Context: an optimization exercise on an open-source flow, tuned for small area, a short achievable clock period and few clock cycles per item. The choices shown serve that exercise and are no tape-out recipe. In this exercise RTL edits were held to simulation tests only and were not proved equivalent to the original. Power figures rest on the tool's default switching activity, not on a simulated workload.

===== design.v =====
package sht_pkg;
    localparam int ADDR_W       = 48;
    localparam int SEL_W        = 8;
    localparam int DEF_ENTRIES  = 16;
    localparam logic [2:0] OP_CREATE   = 3'd0;
    localparam logic [2:0] OP_GET_KEY  = 3'd1;
    localparam logic [2:0] OP_GET_ID   = 3'd2;
    localparam logic [2:0] OP_GET_ADDR = 3'd3;
    localparam logic [2:0] OP_UPDATE   = 3'd4;
    localparam logic [2:0] OP_READ     = 3'd5;
    localparam logic [1:0] ST_OK       = 2'd0;
    localparam logic [1:0] ST_MISS     = 2'd1;
    localparam logic [1:0] ST_CONFLICT = 2'd2;
    localparam logic [1:0] ST_RANGE    = 2'd3;
    localparam int RSP_W = 2 + 4 + 1 + 32 + 32 + ADDR_W + 32 + 5;
endpackage
import sht_pkg::*;
module sht_cell (
    input  logic              clk,
    input  logic              rst_n,
    input  logic              wkey_en,     
    input  logic [31:0]       wkey,
    input  logic              alloc,       
    input  logic              clear,       
    input  logic              upd,         
    input  logic [31:0]       wid,
    input  logic [ADDR_W-1:0] waddr,
    input  logic [31:0]       wsize,
    output logic              used,
    output logic              zd,
    output logic [31:0]       key,
    output logic [31:0]       id,
    output logic [ADDR_W-1:0] addr,
    output logic [31:0]       size
);
    always_ff @(posedge clk or negedge rst_n)
    begin
        if (!rst_n)
        begin
            used <= 1'b0;
            zd   <= 1'b1;
        end
        else
        begin
            if (alloc | clear)
                used <= alloc;
            if (upd | clear)
                zd <= !upd;
        end
    end
    always_ff @(posedge clk)
    begin
        if (wkey_en)
            key <= wkey;
        if (upd)
        begin
            id   <= wid;
            addr <= waddr;
            size <= wsize;
        end
    end
endmodule
import sht_pkg::*;
module segment_handle_table_core #(
    parameter int N = sht_pkg::DEF_ENTRIES
) (
    input  logic              clk,
    input  logic              rst_n,
    input  logic              req_valid,
    output logic              req_ready,
    input  logic [2:0]        req_opcode,
    input  logic              req_delete_after,
    input  logic [31:0]       req_lookup_value,
    input  logic [ADDR_W-1:0] req_address,
    input  logic [31:0]       req_new_segment_id,
    input  logic [31:0]       req_new_size,
    input  logic [SEL_W-1:0]  req_entry_select,
    output logic              rsp_valid,
    input  logic              rsp_ready,
    output logic [RSP_W-1:0]  rsp_data
);
    logic             out_v;          
    logic             r2_v, r3_v;
    logic             adv;            
    logic             go;             
    assign adv       = !out_v || rsp_ready;
    assign req_ready = adv;
    assign go        = r2_v && adv;
    logic              r2_lookup;     
    logic              r2_create;
    logic              r2_tk_k;       
    logic              r2_tk_s;       
    logic              r2_tk_a;       
    logic              r2_upd;        
    logic              r2_ur;         
    logic              r2_rng16;      
    logic              r2_del;
    logic [1:0]        r2_st_base;    
    logic [31:0]       r2_lv;
    logic [ADDR_W-1:0] r2_addr;
    logic [31:0]       r2_nid;
    logic [31:0]       r2_nsize;
    logic [N-1:0]      r2_sel;
    logic [N-1:0]      r2_mk_lo, r2_mk_hi, r2_ms_lo, r2_ms_hi, r2_ma_lo, r2_ma_hi;
    logic [N-1:0]      r2_mk, r2_ms, r2_ma;
    logic [N-1:0]        e_used;
    logic [N-1:0]        e_zd;
    logic [N-1:0][31:0]  e_key;
    logic [N-1:0][31:0]  e_id;
    logic [N-1:0][ADDR_W-1:0] e_addr;
    logic [N-1:0][31:0]  e_size;
    logic [N-1:0]        w_key, w_alloc, w_clear, w_upd;
    for (genvar i = 0; i < N; i++)
    begin : g_e
        sht_cell u_cell (
            .clk     (clk),
            .rst_n   (rst_n),
            .wkey_en (w_key[i]),
            .wkey    (r2_lv),
            .alloc   (w_alloc[i]),
            .clear   (w_clear[i]),
            .upd     (w_upd[i]),
            .wid     (r2_nid),
            .waddr   (r2_addr),
            .wsize   (r2_nsize),
            .used    (e_used[i]),
            .zd      (e_zd[i]),
            .key     (e_key[i]),
            .id      (e_id[i]),
            .addr    (e_addr[i]),
            .size    (e_size[i])
        );
    end
    logic [N-1:0] sel_oh;
    logic         lv_nz, ad_nz, eqk, eqs, eqa, sel_rng, tk_k, tk_s, tk_a;
    assign lv_nz   = (req_lookup_value != 32'd0);
    assign ad_nz   = (req_address != {ADDR_W{1'b0}});
    assign eqk     = lv_nz && (req_lookup_value == r2_lv);
    assign eqs     = lv_nz && (req_lookup_value == r2_nid);
    assign eqa     = ad_nz && (req_address == r2_addr);
    assign sel_rng = (req_entry_select >= SEL_W'(N));
    assign tk_k    = (req_opcode == OP_CREATE) || (req_opcode == OP_GET_KEY);
    assign tk_s    = (req_opcode == OP_GET_ID);
    assign tk_a    = (req_opcode == OP_GET_ADDR);
    logic [N-1:0] eq_k_lo, eq_k_hi, eq_s_lo, eq_s_hi, eq_a_lo, eq_a_hi;
    logic [N-1:0] en_k, en_s, en_a, ins_k, ins_s, ins_a, kill_sa;
    always_comb
    begin
        for (int i = 0; i < N; i++)
        begin
            eq_k_lo[i] = (e_key[i][15:0] == req_lookup_value[15:0]);
            eq_k_hi[i] = (e_key[i][31:16] == req_lookup_value[31:16]);
            eq_s_lo[i] = (e_id[i][15:0] == req_lookup_value[15:0]);
            eq_s_hi[i] = (e_id[i][31:16] == req_lookup_value[31:16]);
            eq_a_lo[i] = (e_addr[i][23:0] == req_address[23:0]);
            eq_a_hi[i] = (e_addr[i][47:24] == req_address[47:24]);
            sel_oh[i]  = (req_entry_select == SEL_W'(i));
            kill_sa[i] = w_clear[i] | w_upd[i];
            en_k[i]    = lv_nz && e_used[i] && !w_clear[i];
            en_s[i]    = lv_nz && !e_zd[i] && !kill_sa[i];
            en_a[i]    = ad_nz && !e_zd[i] && !kill_sa[i];
            ins_s[i]   = w_upd[i] && eqs;
            ins_a[i]   = w_upd[i] && eqa;
            ins_k[i]   = w_alloc[i] && eqk;
        end
    end
    always_ff @(posedge clk)
    begin
        if (adv)
        begin
            r2_lookup  <= !req_opcode[2];
            r2_create  <= (req_opcode == OP_CREATE);
            r2_tk_k    <= tk_k;
            r2_tk_s    <= tk_s;
            r2_tk_a    <= tk_a;
            r2_upd     <= (req_opcode == OP_UPDATE) && !sel_rng;
            r2_ur      <= (req_opcode[2:1] == 2'b10) && !sel_rng;
            r2_rng16   <= (req_opcode[2:1] == 2'b10) && sel_rng;
            r2_st_base <= req_opcode[1] ? ST_MISS : (sel_rng ? ST_RANGE : ST_OK);
            r2_del     <= req_delete_after;
            r2_lv      <= req_lookup_value;
            r2_addr    <= req_address;
            r2_nid     <= req_new_segment_id;
            r2_nsize   <= req_new_size;
            r2_sel     <= sel_oh;
            r2_mk_lo   <= (eq_k_lo & en_k) | ins_k;
            r2_mk_hi   <= eq_k_hi | ins_k;
            r2_ms_lo   <= (eq_s_lo & en_s) | ins_s;
            r2_ms_hi   <= eq_s_hi | ins_s;
            r2_ma_lo   <= (eq_a_lo & en_a) | ins_a;
            r2_ma_hi   <= eq_a_hi | ins_a;
        end
    end
    assign r2_mk = r2_mk_lo & r2_mk_hi;
    assign r2_ms = r2_ms_lo & r2_ms_hi;
    assign r2_ma = r2_ma_lo & r2_ma_hi;
    function automatic logic multi(input logic [N-1:0] v);
        logic [7:0] a1, t1;
        logic [3:0] a2, t2;
        logic [1:0] a3, t3;
        for (int i = 0; i < 8; i++)
        begin
            a1[i] = v[2*i] | v[2*i+1];
            t1[i] = v[2*i] & v[2*i+1];
        end
        for (int i = 0; i < 4; i++)
        begin
            a2[i] = a1[2*i] | a1[2*i+1];
            t2[i] = t1[2*i] | t1[2*i+1] | (a1[2*i] & a1[2*i+1]);
        end
        for (int i = 0; i < 2; i++)
        begin
            a3[i] = a2[2*i] | a2[2*i+1];
            t3[i] = t2[2*i] | t2[2*i+1] | (a2[2*i] & a2[2*i+1]);
        end
        multi = t3[0] | t3[1] | (a3[0] & a3[1]);
    endfunction
    logic         conflict, found, anyfree, ok_hit, ok_new, newslot;
    logic [N-1:0] ff, cand, take;
    logic [4:0]   cnt_q, cnt_next;
    logic         hit_used, cand_used, cand_zd, kshow, dshow, okidx;
    logic [3:0]   cand_idx;
    logic [1:0]   status;
    always_comb
    begin
        conflict = multi(r2_ms) | multi(r2_ma);
        take     = (r2_mk & {N{r2_tk_k}}) | (r2_ms & {N{r2_tk_s}}) | (r2_ma & {N{r2_tk_a}});
        found    = (r2_tk_k && (|r2_mk)) || (r2_tk_s && (|r2_ms)) || (r2_tk_a && (|r2_ma));
        ff = '0;
        for (int i = N - 1; i >= 0; i--)
        begin
            if (!e_used[i])
                ff = N'(1) << i;
        end
        anyfree  = !(&e_used);
        newslot  = r2_create && !found && anyfree;
        ok_hit   = found && !conflict;
        ok_new   = newslot && !conflict;
        cand      = take | (ff & {N{newslot}}) | (r2_sel & {N{r2_ur}});
        hit_used  = |(take & e_used);
        cand_used = |(cand & e_used);
        cand_zd   = |(cand & e_zd);
        cand_idx  = '0;
        for (int i = 0; i < N; i++)
        begin
            if (cand[i])
                cand_idx = cand_idx | 4'(i);
        end
        okidx = r2_lookup ? ((found || newslot) && !conflict) : r2_ur;
        kshow = r2_lookup ? (!conflict && (found ? hit_used : newslot)) : (r2_ur && cand_used);
        dshow = r2_lookup ? (!conflict && (found || newslot) && !cand_zd) : (r2_upd || (r2_ur && !cand_zd));
        w_key    = ff & {N{go}};
        w_alloc  = ff & {N{go && ok_new && !r2_del}};
        w_clear  = ((take & {N{ok_hit}}) | (ff & {N{ok_new}})) & {N{go && r2_del}};
        w_upd    = r2_sel & {N{go && r2_upd}};
        cnt_next = cnt_q;
        if (ok_new && !r2_del)
            cnt_next = cnt_q + 5'd1;
        else if (ok_hit && r2_del && hit_used)
            cnt_next = cnt_q - 5'd1;
        if (r2_lookup)
            status = conflict ? ST_CONFLICT : ((found || newslot) ? ST_OK : ST_MISS);
        else
            status = r2_st_base;
    end
    logic [N-1:0] r3_ksel, r3_dsel;   
    logic         r3_kshow;
    logic [3:0]   r3_index;
    logic [1:0]   r3_status;
    logic         r3_rng16;
    logic [4:0]   r3_cnt;
    always_ff @(posedge clk)
    begin
        if (adv)
        begin
            r3_ksel   <= cand & {N{kshow}};
            r3_dsel   <= cand & {N{dshow}};
            r3_kshow  <= kshow;
            r3_index  <= cand_idx & {4{okidx}};
            r3_status <= status;
            r3_rng16  <= r2_rng16;
            r3_cnt    <= cnt_next;
        end
    end
    logic [31:0]       o_key, o_id, o_size;
    logic [ADDR_W-1:0] o_addr;
    always_comb
    begin
        o_key  = '0;
        o_id   = '0;
        o_addr = '0;
        o_size = '0;
        for (int i = 0; i < N; i++)
        begin
            o_key   = o_key  | (e_key[i]  & {32{r3_ksel[i]}});
            o_id    = o_id   | (e_id[i]   & {32{r3_dsel[i]}});
            o_addr  = o_addr | (e_addr[i] & {ADDR_W{r3_dsel[i]}});
            o_size  = o_size | (e_size[i] & {32{r3_dsel[i]}});
        end
        if (r3_rng16)
            o_size = 32'(N);
    end
    logic [RSP_W-1:0] res, out_q;
    assign res = {r3_status, r3_index, r3_kshow, o_key, o_id, o_addr, o_size, r3_cnt};
    always_ff @(posedge clk)
    begin
        if (adv && r3_v)
            out_q <= res;
    end
    assign rsp_valid = out_v;
    assign rsp_data  = out_q;
    always_ff @(posedge clk or negedge rst_n)
    begin
        if (!rst_n)
        begin
            out_v      <= 1'b0;
            r2_v       <= 1'b0;
            r3_v       <= 1'b0;
            cnt_q      <= 5'd0;
        end
        else
        begin
            if (adv)
            begin
                out_v <= r3_v;
                r3_v  <= r2_v;
                r2_v  <= req_valid;
            end
            if (go)
                cnt_q <= cnt_next;
        end
    end
endmodule
import sht_pkg::*;
module sht_top (
    input  logic        clk,
    input  logic        rst_n,
    input  logic        req_valid,
    output logic        req_ready,
    input  logic [2:0]  req_opcode,
    input  logic        req_delete_after,
    input  logic [31:0] req_lookup_value,
    input  logic [47:0] req_address,
    input  logic [31:0] req_new_segment_id,
    input  logic [31:0] req_new_size,
    input  logic [7:0]  req_entry_select,
    output logic        rsp_valid,
    input  logic        rsp_ready,
    output logic [1:0]  rsp_status,
    output logic [3:0]  rsp_hit_index,
    output logic        rsp_hit_in_use,
    output logic [31:0] rsp_hit_key,
    output logic [31:0] rsp_hit_segment_id,
    output logic [47:0] rsp_hit_address,
    output logic [31:0] rsp_hit_size,
    output logic [4:0]  rsp_used_count
);
    segment_handle_table_core #(
        .N (DEF_ENTRIES)
    ) u_core (
        .clk                (clk),
        .rst_n              (rst_n),
        .req_valid          (req_valid),
        .req_ready          (req_ready),
        .req_opcode         (req_opcode),
        .req_delete_after   (req_delete_after),
        .req_lookup_value   (req_lookup_value),
        .req_address        (req_address),
        .req_new_segment_id (req_new_segment_id),
        .req_new_size       (req_new_size),
        .req_entry_select   (req_entry_select),
        .rsp_valid          (rsp_valid),
        .rsp_ready          (rsp_ready),
        .rsp_data           ({rsp_status, rsp_hit_index, rsp_hit_in_use, rsp_hit_key,
                              rsp_hit_segment_id, rsp_hit_address, rsp_hit_size,
                              rsp_used_count})
    );
endmodule

===== run.sh =====
#!/bin/bash
# synth_recipe.tcl (not shown) runs the flow's synth.tcl, then flattens the netlist and writes it again
# the make line also repeats each setting of config.mk as NAME=value (left out here)
make -C /OpenROAD-flow-scripts/flow DESIGN_CONFIG=/design/flow/config.mk WORK_HOME=/design/flow/orfs CLKGATE_MAP_FILE= SYNTH_SCRIPT=/design/flow/synth_recipe.tcl finish

===== config.mk =====
export PLATFORM = sky130hd
export DESIGN_NAME = sht_top
export DESIGN_NICKNAME = sht_top
export VERILOG_FILES = /design/flow/design.v
export SDC_FILE = /design/flow/constraint.sdc
export NUM_CORES = 4
export LEC_CHECK = 0
export CAP_MARGIN = 20
export CORE_MARGIN = 2
export CORE_UTILIZATION = 50
export CTS_CLUSTER_DIAMETER = 100
export CTS_CLUSTER_SIZE = 20
export SETUP_SLACK_MARGIN = 4.7
export SLEW_MARGIN = 20

===== constraint.sdc =====
create_clock -name core_clock -period 8.0 [get_ports {clk}]
set_input_delay 1.6000 -clock core_clock [delete_from_list [all_inputs] [get_ports {clk}]]
set_output_delay 1.6000 -clock core_clock [all_outputs]
set_load 0.01 [all_outputs]

==> qor.csv, run 1 <==
metric,value,unit
status,"complete, no violations",
final setup fails,0,
Row Count,181,
Final nets,8444,
core area,0.243,sq mm
Initial Util,0.503,
Final Instance Count excl. Fillers,11500,
detailed placement HPWL,334,mm
max-cap viol count,0,
Adder-Cell Fraction of Synth Area,0.000205,
"slowest stage cell, crit path",nand2b_4,
fin crit share,0.461,
Worst VDD drop,224,uV
Worst path most repeated cell,buf_12,
most common cell in the netlist,edfxtp_1,
XOR/XNOR share of the synthesized area,0.137,
final hold vios,0,
Post-Syn Instances,7973,
Clock Skew,0.0362,ns
hold buffers post-CTS,0,
RSZ-0062 raised after global routing,yes,
DR iter-0 viols,15200,
routability cong.,1.03,
layout cell share with drive strength beyond 1,0.100,
Skew-Pair Late Insertion Delay,0.90,ns
"Slew Viols, Final",0,
CP cell instances,buf_12 -> nand2b_4 -> buf_12,
DRT Wirelength,518,mm
minimum clock period,3.69,ns
Antenna Nets Post-Route,0,
Crit. End Element,output port,
Die W,499,microns
DRC viols,0,
main flop type after synthesis,edfxtp_1,
port bufs,317,
complex-gate fraction of the synthesized area,0.0960,
Simple-Gate Fraction of Synth Area,0.0607,
worst slew pin tran,1.22,ns
leading area contributor after synthesis,edfxtp_1,
syn_nets,8135,
antenna violations before repair,28,
global route total overflow,0,
Worst slew margin,0.177,
Synth Register Bits,2812,
largest net degree at the start of global routing,108,
Worst setup SP type,input pin,
Clock Path Buffers,3,
synth-to-layout area growth,11.9,%
CTS H-tree lvls,4,
vias in the first global route,77000,
Setup TNS,0,ns
YS warnings,2,
pwr/cell area,250,mW/mm^2
Placed Cells,11200,
fmax,271,MHz
CTS tree,built,
async set-reset flop share out of synthesis,0.0142,
CP arrival,2.09,ns
first-pass GRT wire length,691,mm
CTS root buffer,clkbuf_16,
area of the die,0.249,sq mm
Die Ht,499,microns
worst hold path class,flip-flop to flip-flop,
largest family of logic cells by synthesized area,XOR/XNOR gates,
"slowest stage delay, CP",0.19,ns
TritonRoute pass-1 iters,9,
I/O Pins,318,
total CTS buffers,160,
post-synthesis sequential area ratio,0.689,
Post-synth EDFFs,2772,
CTS sink count,2812,
CP required,6.40,ns
Post-Syn Area,0.122,sq mm
drt wl/cell,44.9,microns
Overall Global Routing Usage,0.407,
"top cells by count, synth","edfxtp_1, xor2_1, xnor2_1",
library cells used by synthesis,82,
critical path peak fanout,3,
syn_area_per_cell,15.3,sq um
Synth area leaders,"edfxtp_1, xor2_1, xnor2_1",
share of the synthesized area in the top cell type,0.681,
Via density,7.16,
P_leak,43.5,nW
routed vias,82600,
clock slew at reported path FFs,0.09,ns
proportion of synthesized area in mux cells,0.000174,
Crit Path Class,input pin to output port,
[report_power, final]
part           internal [mW]  leakage (nW)  switching (mW)
clock network           3.77          2.18            5.04
registers               17.5          25.8            1.02
logic                   2.01          15.5            4.84
[cell usage in the layout, fill, tap and decap left out, types with 117 or more instances in the layout]
cell,Yosys,layout
nand4_1,420,420
a221oi_1,548,548
xnor2_1,658,649
clkdlybuf4s50_1,0,117
dlygate4sd2_1,0,136
buf_4,2,218
edfxtp_1,2772,2772
nor4_1,380,285
nand2_1,139,125
clkbuf_16,0,161
a22o_1,548,548
xor2_1,1254,1250
[logic make-up (layout without fill, tap and decap cells)]
| logic type | count (synthesis) | count (layout) |
|---|---|---|
| compound gates | 1414 | 1414 |
| xor+xnor | 1912 | 1912 |
| simple gates | 1291 | 1293 |
| flops | 2812 | 2812 |
| other cells | 0 | 9 |
| fa+ha+maj | 2 | 2 |
| mux | 2 | 2 |
| buf+inv | 540 | 890 |
[timing repair]
action	in CTS	in global routing
pin swaps	35	22
resized for setup	442	151
buffers inserted	37	55
endpoints found under the hold margin	0	0
endpoints found under the setup margin	2915	355
gates cloned	12	1
[critical path: cells and delay by family]
kind	cells	cell delay [ns]
buf+inv	2	0.28
simple gates	1	0.19
[path summary, 6_finish.rpt]
path / cells after the start / to / slack [ns] / from
worst max-delay path: 3 / req_ready / 4.31 / rsp_ready
worst min-delay path: 0 / u_core.out_q[2] / 0.43 / u_core.r3_cnt[2]
worst max register to register: 5 / u_core.out_q[5] / 4.63 / u_core.r3_dsel[11]
worst min register to register: 0 / u_core.out_q[2] / 0.43 / u_core.r3_cnt[2]
max in group asynchronous: 2 / u_core.g_e[10].u_cell.used / 6.61 / rst_n
min in group asynchronous: 2 / u_core.g_e[14].u_cell.used / 0.86 / rst_n
[per-stage QoR]
step	total power, mW	hold slack (ns)	setup WS (ns)	cell area (sq um)	util
3_5_place_dp	25.4	0.408	2.55	130000	0.534
2_1_floorplan	21.7	0.400	2.93	122000	-
3_3_place_gp	25.4	0.407	2.58	130000	0.534
6_report	34.2	0.425	4.31	137000	0.563
5_1_grt	34.8	0.432	4.30	137000	0.563
4_1_cts	33.9	0.429	4.31	136000	0.558
[layout make-up]
class | instances | area (sq um)
timing repair inverter | 5 | 30.0
timing repair buffer | 653 | 6540
sequential | 2812 | 84300
multi-input combinational | 4623 | 37300
clock inverter | 21 | 457
tap | 3202 | 4010
fill | 19400 | 106000
inverter | 27 | 161
clock buffer | 184 | 4090
antenna | 9 | 22.5
[registers in the layout, summed over array words and instances (netlist names), 4 cells and up]
name,cells
u_core.r2_nid,32
u_core.cnt_q,5
u_core.g_e.u_cell.used,16
u_core.g_e.u_cell.addr,768
u_core.r3_index,4
u_core.g_e.u_cell.id,512
u_core.r2_ms_hi,16
u_core.r2_addr,48
u_core.g_e.u_cell.key,512
u_core.r2_sel,16
u_core.r3_dsel,16
u_core.r2_lv,32
u_core.r2_nsize,32
u_core.r2_mk_lo,16
u_core.out_q,156
u_core.r2_ma_hi,16
u_core.r2_mk_hi,16
u_core.r2_ms_lo,16
u_core.r2_ma_lo,16
u_core.g_e.u_cell.size,512
u_core.r3_ksel,16
u_core.g_e.u_cell.zd,16
u_core.r3_cnt,5
[per-layer routing]
layer | share of wire | vias to the layer above | global-route usage
met5 | 0.00021 | - | 0
met4 | 0.068 | 16 | 0.224
met3 | 0.11 | 1127 | 0.0773
met2 | 0.44 | 6646 | 0.610
met1 | 0.38 | 42700 | 0.561
li1 | - | 32100 | -
Testbench counts, summed over its fixed seeds: cycles 3,224, items 3,200.
==> run 2: changes to the inputs <==
--- a/design.v
+++ b/design.v
@@ -84,7 +84,10 @@
     logic             adv;            
     logic             go;             
+    logic             out_nv_q;       
+    logic             s2_free_q;      
+    logic             out_v_next, r2_v_next, r3_v_next;
     assign adv       = !out_v || rsp_ready;
-    assign req_ready = adv;
-    assign go        = r2_v && adv;
+    assign req_ready = out_nv_q || rsp_ready;
+    assign go        = s2_free_q || (r2_v && rsp_ready);
     logic              r2_lookup;     
     logic              r2_create;
@@ -308,4 +311,7 @@
             out_q <= res;
     end
+    assign out_v_next = adv ? r3_v : out_v;
+    assign r3_v_next  = adv ? r2_v : r3_v;
+    assign r2_v_next  = adv ? req_valid : r2_v;
     assign rsp_valid = out_v;
     assign rsp_data  = out_q;
@@ -315,4 +321,6 @@
         begin
             out_v      <= 1'b0;
+            out_nv_q   <= 1'b1;
+            s2_free_q  <= 1'b0;
             r2_v       <= 1'b0;
             r3_v       <= 1'b0;
@@ -321,10 +329,9 @@
         else
         begin
-            if (adv)
-            begin
-                out_v <= r3_v;
-                r3_v  <= r2_v;
-                r2_v  <= req_valid;
-            end
+            out_v     <= out_v_next;
+            out_nv_q  <= !out_v_next;
+            s2_free_q <= r2_v_next && !out_v_next;
+            r3_v      <= r3_v_next;
+            r2_v      <= r2_v_next;
             if (go)
                 cnt_q <= cnt_next;
==> qor.csv, run 2 <==
metric,value,unit
library cells used by synthesis,78,
I/O Pins,318,
Synth area leaders,"edfxtp_1, xor2_1, a22o_1",
RR Startpoint,u_core.g_e[2].u_cell.used,
P_leak,44.4,nW
Place WS,2.63,ns
CTS tree,built,
Worst setup SP type,input pin,
antenna violations before repair,21,
Post-Syn Area,0.122,sq mm
dpl cell area,0.130,sq mm
Clock Skew,0.0516,ns
"slowest stage delay, CP",0.23,ns
Filler cells,19400,
largest reg by FF count,u_core.g_e.u_cell.addr,
max-cap viol count,0,
DRC viols,0,
TritonRoute pass-1 iters,6,
Final nets,8562,
Setup TNS,0,ns
Initial Util,0.503,
Post-synth EDFFs,2772,
detailed placement HPWL,331,mm
largest net degree at the start of global routing,126,
"commonest non-fill, non-tap cell in the layout",edfxtp_1,
worst hold path class,flip-flop to flip-flop,
post-synthesis sequential area ratio,0.689,
pwr/cell area,248,mW/mm^2
"commonest non-fill, non-tap cells in the layout","edfxtp_1, xor2_1, a22o_1",
YS warnings,2,
DRT Wirelength,512,mm
fin crit share,0.456,
post-route setup slack,4.35,ns
status,"complete, no violations",
grt met2 use,0.608,
fmax,274,MHz
area of the die,0.249,sq mm
"slowest stage cell, crit path",or2_4,
Crit. End Element,output port,
met1 usage,0.541,
critical path peak fanout,3,
Skew-Pair Late Insertion Delay,0.91,ns
Row Count,181,
share of the synthesized area in the top cell type,0.680,
routed vias,82600,
async set-reset flop share out of synthesis,0.0149,
Worst VDD drop,209,uV
Final Util,0.566,
CP arrival,2.05,ns
DR iter-0 viols,15000,
minimum clock period,3.65,ns
Crit Path Class,input pin to output port,
final hold vios,0,
vias in the first global route,77400,
Die Ht,499,microns
Reg2Reg Depth,8,
RSZ-0062 raised after global routing,yes,
crit path from,rsp_ready,
CTS H-tree lvls,4,
total power,34.2,mW
synth-to-layout area growth,12.6,%
"Slew Viols, Final",0,
CP required,6.40,ns
most common cell in the netlist,edfxtp_1,
gr busiest metal,met2,
Via density,7.08,
"top cells by count, synth","edfxtp_1, xor2_1, a22o_1",
main flop type after synthesis,edfxtp_1,
CTS sink count,2814,
Synth Register Bits,2814,
global route total overflow,0,
syn_nets,8129,
Antenna Nets Post-Route,0,
buffer and inverter count on the worst path,2,
final setup fails,0,
WHS Path Cells,0,
port bufs,317,
fin area,0.138,sq mm
drt wl/cell,43.9,microns
max reg flops,768,
first-pass GRT wire length,684,mm
hold_sp,u_core.r3_cnt[2],
GR Util met3,0.0719,
CP cell instances,buf_8 -> or2_4 -> buf_6,
core area,0.243,sq mm
worst slew pin tran,1.28,ns
Overall Global Routing Usage,0.401,
layout cell share with drive strength beyond 1,0.112,
Die W,499,microns
Clock Path Buffers,3,
WP depth,3,
CTS root buffer,clkbuf_16,
Worst slew margin,0.150,
clock slew at reported path FFs,0.08,ns
R2R setup slack,4.71,ns
routability cong.,1.06,
Post-Syn Instances,7967,
"CP delay by family, top",simple AND/OR/NAND/NOR gates,
leading area contributor after synthesis,edfxtp_1,
syn_area_per_cell,15.4,sq um
total CTS buffers,161,
==> run 2: layout make-up <==
class                      instances  area [sq um]  area share
timing repair buffer             778          7330      0.0532
timing repair inverter             3          25.0    0.000182
clock inverter                    20           422     0.00306
inverter                          34           270     0.00196
clock buffer                     190          4150      0.0301
sequential                      2814         84300       0.612
tap                             3202          4010      0.0291
antenna                           21          52.6    0.000381
multi-input combinational       4608         37200       0.270
==> run 2: repair_timing <==
item                                    CTS  global route
resized for setup                       399           184
hold buffers                              0             0
endpoints found under the hold margin     0             0
pin swaps                                36            26
gates cloned                              8             4
setup buffers                            49           144
setup endpoints to repair              2250           245
==> run 2: power by group <==
group          leakage (nW)  total [mW]  internal [mW]  switching, mW
combinational          16.4        6.93           2.03           4.90
sequential             25.8        18.5           17.5          0.941
clock                  2.20        8.78           3.75           5.03
==> run 2: layer usage <==
layer | part of all wire | vias to the layer above
met1 | 0.37 | 42600
met3 | 0.11 | 1131
li1 | - | 32400
met2 | 0.45 | 6426
met4 | 0.076 | 18
met5 | 0.00024 | -
==> run 2: path summary, 6_finish.rpt <==
| path | endpoint |
|---|---|
| max in group asynchronous | u_core.g_e[0].u_cell.used |
| min in group asynchronous | u_core.cnt_q[4] |
| setup reg to reg | u_core.r3_index[3] |
| hold / removal | u_core.out_q[2] |
| setup / recovery | req_ready |
| hold reg to reg | u_core.out_q[2] |
==> run 2: per-stage QoR <==
stage	hold WS [ns]	instances
floorplan	0.400	7967
global placement	0.404	11200
detailed placement	0.405	11200
CTS	0.425	11500
global route	0.431	11700
finish	0.424	11700
==> run 2: kinds of logic after synthesis <==
kind of cell,synth area share
compound gates,0.0990
xor+xnor,0.137
fa+ha+maj,0.000204
buf+inv,0.0172
flops,0.689
mux,0.000358
simple gates,0.0578
Testbench counts of run 2, summed over its fixed seeds: cycles 3,224, items 3,200.
==> run 3: changes to the inputs <==
--- a/config.mk
+++ b/config.mk
@@ -11,4 +11,4 @@
 export CTS_CLUSTER_DIAMETER = 100
 export CTS_CLUSTER_SIZE = 20
-export SETUP_SLACK_MARGIN = 4.7
+export SETUP_SLACK_MARGIN = 4.85
 export SLEW_MARGIN = 20
==> qor.csv, run 3 <==
metric,value,unit
DRT Wirelength,515,mm
CP arrival,2.05,ns
"commonest non-fill, non-tap cell in the layout",edfxtp_1,
library cells used by synthesis,78,
P_leak,45.0,nW
syn_area_per_cell,15.4,sq um
hold buffers post-CTS,0,
"commonest non-fill, non-tap cells in the layout","edfxtp_1, xor2_1, a22o_1",
antenna violations before repair,18,
synth-to-layout area growth,13.5,%
CTS root buffer,clkbuf_16,
Initial Util,0.503,
fin crit share,0.456,
RSZ-0062 raised after global routing,yes,
detailed placement HPWL,331,mm
Synth area leaders,"edfxtp_1, xor2_1, a22o_1",
routability cong.,1.06,
share of the synthesized area in the top cell type,0.680,
DRC viols,0,
vias in the first global route,77600,
Worst slew margin,0.232,
drt wl/cell,43.8,microns
Overall Global Routing Usage,0.402,
worst hold path class,flip-flop to flip-flop,
Worst setup SP type,input pin,
Die Ht,499,microns
Row Count,181,
largest net degree at the start of global routing,126,
Final nets,8635,
post-synthesis sequential area ratio,0.689,
global route total overflow,0,
async set-reset flop share out of synthesis,0.0149,
"CP delay by family, top",simple AND/OR/NAND/NOR gates,
CTS sink count,2814,
CP required,6.40,ns
CTS H-tree lvls,4,
Worst VDD drop,209,uV
critical path peak fanout,3,
clock slew at reported path FFs,0.09,ns
worst slew pin tran,1.14,ns
max reg flops,768,
total CTS buffers,161,
Clock Skew,0.0527,ns
final setup fails,0,
Final Instance Count excl. Fillers,11700,
Placed Cells,11200,
CTS tree,built,
port bufs,317,
Post-Syn Area,0.122,sq mm
CP cell instances,buf_8 -> or2_4 -> buf_6,
routed vias,83200,
Via density,7.08,
"slowest stage delay, CP",0.23,ns
syn_nets,8129,
status,"complete, no violations",
Synth Register Bits,2814,
leading area contributor after synthesis,edfxtp_1,
TritonRoute pass-1 iters,8,
Post-Syn Instances,7967,
Crit. End Element,output port,
Setup TNS,0,ns
Clock Path Buffers,3,
I/O Pins,318,
"slowest stage cell, crit path",or2_4,
DR iter-0 viols,14800,
first-pass GRT wire length,685,mm
pwr/cell area,247,mW/mm^2
Antenna Nets Post-Route,0,
fmax,274,MHz
max-cap viol count,0,
buffer and inverter count on the worst path,2,
largest reg by FF count,u_core.g_e.u_cell.addr,
main flop type after synthesis,edfxtp_1,
"Slew Viols, Final",0,
final hold vios,0,
minimum clock period,3.65,ns
layout cell share with drive strength beyond 1,0.137,
YS warnings,2,
Skew-Pair Late Insertion Delay,0.91,ns
Post-synth EDFFs,2772,
Die W,499,microns
"top cells by count, synth","edfxtp_1, xor2_1, a22o_1",
area of the die,0.249,sq mm
most common cell in the netlist,edfxtp_1,
core area,0.243,sq mm
Crit Path Class,input pin to output port,
run 3: cell counts after synthesis:
No cell type changed its count.
run 3: through the flow:
step | cell area, sq um | utilization | total power [mW] | worst slack (ns) | hold WS (ns)
after floorplan | 123000 | - | 21.7 | 1.53 | 0.400
after global placement | 130000 | 0.535 | 25.3 | 2.64 | 0.404
after detailed placement | 130000 | 0.535 | 25.3 | 2.63 | 0.405
after CTS | 137000 | 0.562 | 34.0 | 4.35 | 0.425
after global routing | 139000 | 0.570 | 35.0 | 4.35 | 0.432
final | 139000 | 0.571 | 34.4 | 4.35 | 0.424
run 3: layout make-up:
cell class	instances	area [sq um]
Fill cell	19300	105000
Sequential cell	2814	84300
Multi-Input combinational cell	4609	37600
Timing Repair Buffer	850	8000
Clock buffer	190	4150
Tap cell	3202	4010
Clock inverter	20	422
Inverter	34	262
Antenna cell	27	67.6
Timing Repair inverter	3	25.0
run 3: kinds of logic after synthesis:
family	count (synthesis)	synth area share
multiplexers	4	0.000358
XOR/XNOR	1912	0.137
flip-flops	2814	0.689
buffers and inverters	549	0.0172
adder cells (fa/ha/maj)	2	0.000204
AND/OR/NAND/NOR	1232	0.0578
AO/OA/AOI/OAI	1454	0.0990
run 3: per-layer routing:
metal | global-route usage | vias up | routed length, microns
met4 | 0.243 | 12 | 40000
li1 | - | 32500 | -
met1 | 0.542 | 42800 | 190000
met5 | 0 | - | 72
met2 | 0.610 | 6569 | 229000
met3 | 0.0722 | 1199 | 55700
run 3: worst register-to-register path, delay by kind of cell, from the launching register on:
| kind | cells | cell delay (ns) |
|---|---|---|
| compound gates | 3 | 0.93 |
| buf+inv | 2 | 0.44 |
| flops | 1 | 0.62 |
| simple gates | 4 | 0.90 |
run 3: path summary, 6_finish.rpt:
| kind | from | to | slack, ns | cells past startpoint |
|---|---|---|---|---|
| setup / recovery | rsp_ready | req_ready | 4.35 | 3 |
| hold / removal | u_core.r3_index[3] | u_core.out_q[153] | 0.42 | 0 |
| setup reg to reg | u_core.g_e[7].u_cell.used | u_core.r3_dsel[11] | 4.83 | 9 |
| hold reg to reg | u_core.r3_index[3] | u_core.out_q[153] | 0.42 | 0 |
| max in group asynchronous | rst_n | u_core.g_e[8].u_cell.used | 6.64 | 2 |
| min in group asynchronous | rst_n | u_core.cnt_q[4] | 0.80 | 2 |
run 3: report_power, final:
group / switching, mW / internal (mW) / leakage, nW
Combinational: 4.98 / 2.12 / 17.0
Sequential: 0.932 / 17.5 / 25.8
Clock: 5.04 / 3.75 / 2.20
run 3: repair_timing:
item	4_1_cts	5_1_grt
pin swaps	47	53
endpoints found under the setup margin	2551	554
gates resized for setup	874	191
gates cloned	8	7
buffers inserted	95	167

-- separate check: timing with driven ports --
The results above use ideal ports. As a check the final layouts listed here were re-extracted and re-timed, cells and wires unchanged.
Step 1: set_driving_cell puts a clkbuf_16 on clk and a buf_2 on each other input, an assumption about the parent block.
Step 2 adds t to the input delays and takes it off the output delays; t is the mean of the earliest and latest rising clock arrival at the registers after step 1. Input paths then give back, and output paths get back, about the clock's delay inside the block.
Three values: ideal, step 1, step 2; two values: the first two.
run	shift t [ns]	setup slack, ns	clock arrival spread, ns	worst data-port slew with drivers (ns)	pins driven straight from the clock port
run 1	0.974	4.310 / 4.258 / 3.588	0.042 / 0.041	0.13	1
run 2	0.984	4.352 / 4.309 / 3.581	0.052 / 0.051	0.11	1
run 3	0.975	4.352 / 4.309 / 3.754	0.053 / 0.052	0.12	1
After both steps every run listed still meets setup and hold. For run 2, which loses most, drivers alone change the setup slack by -0.043 ns; drivers and shift together by -0.771 ns.
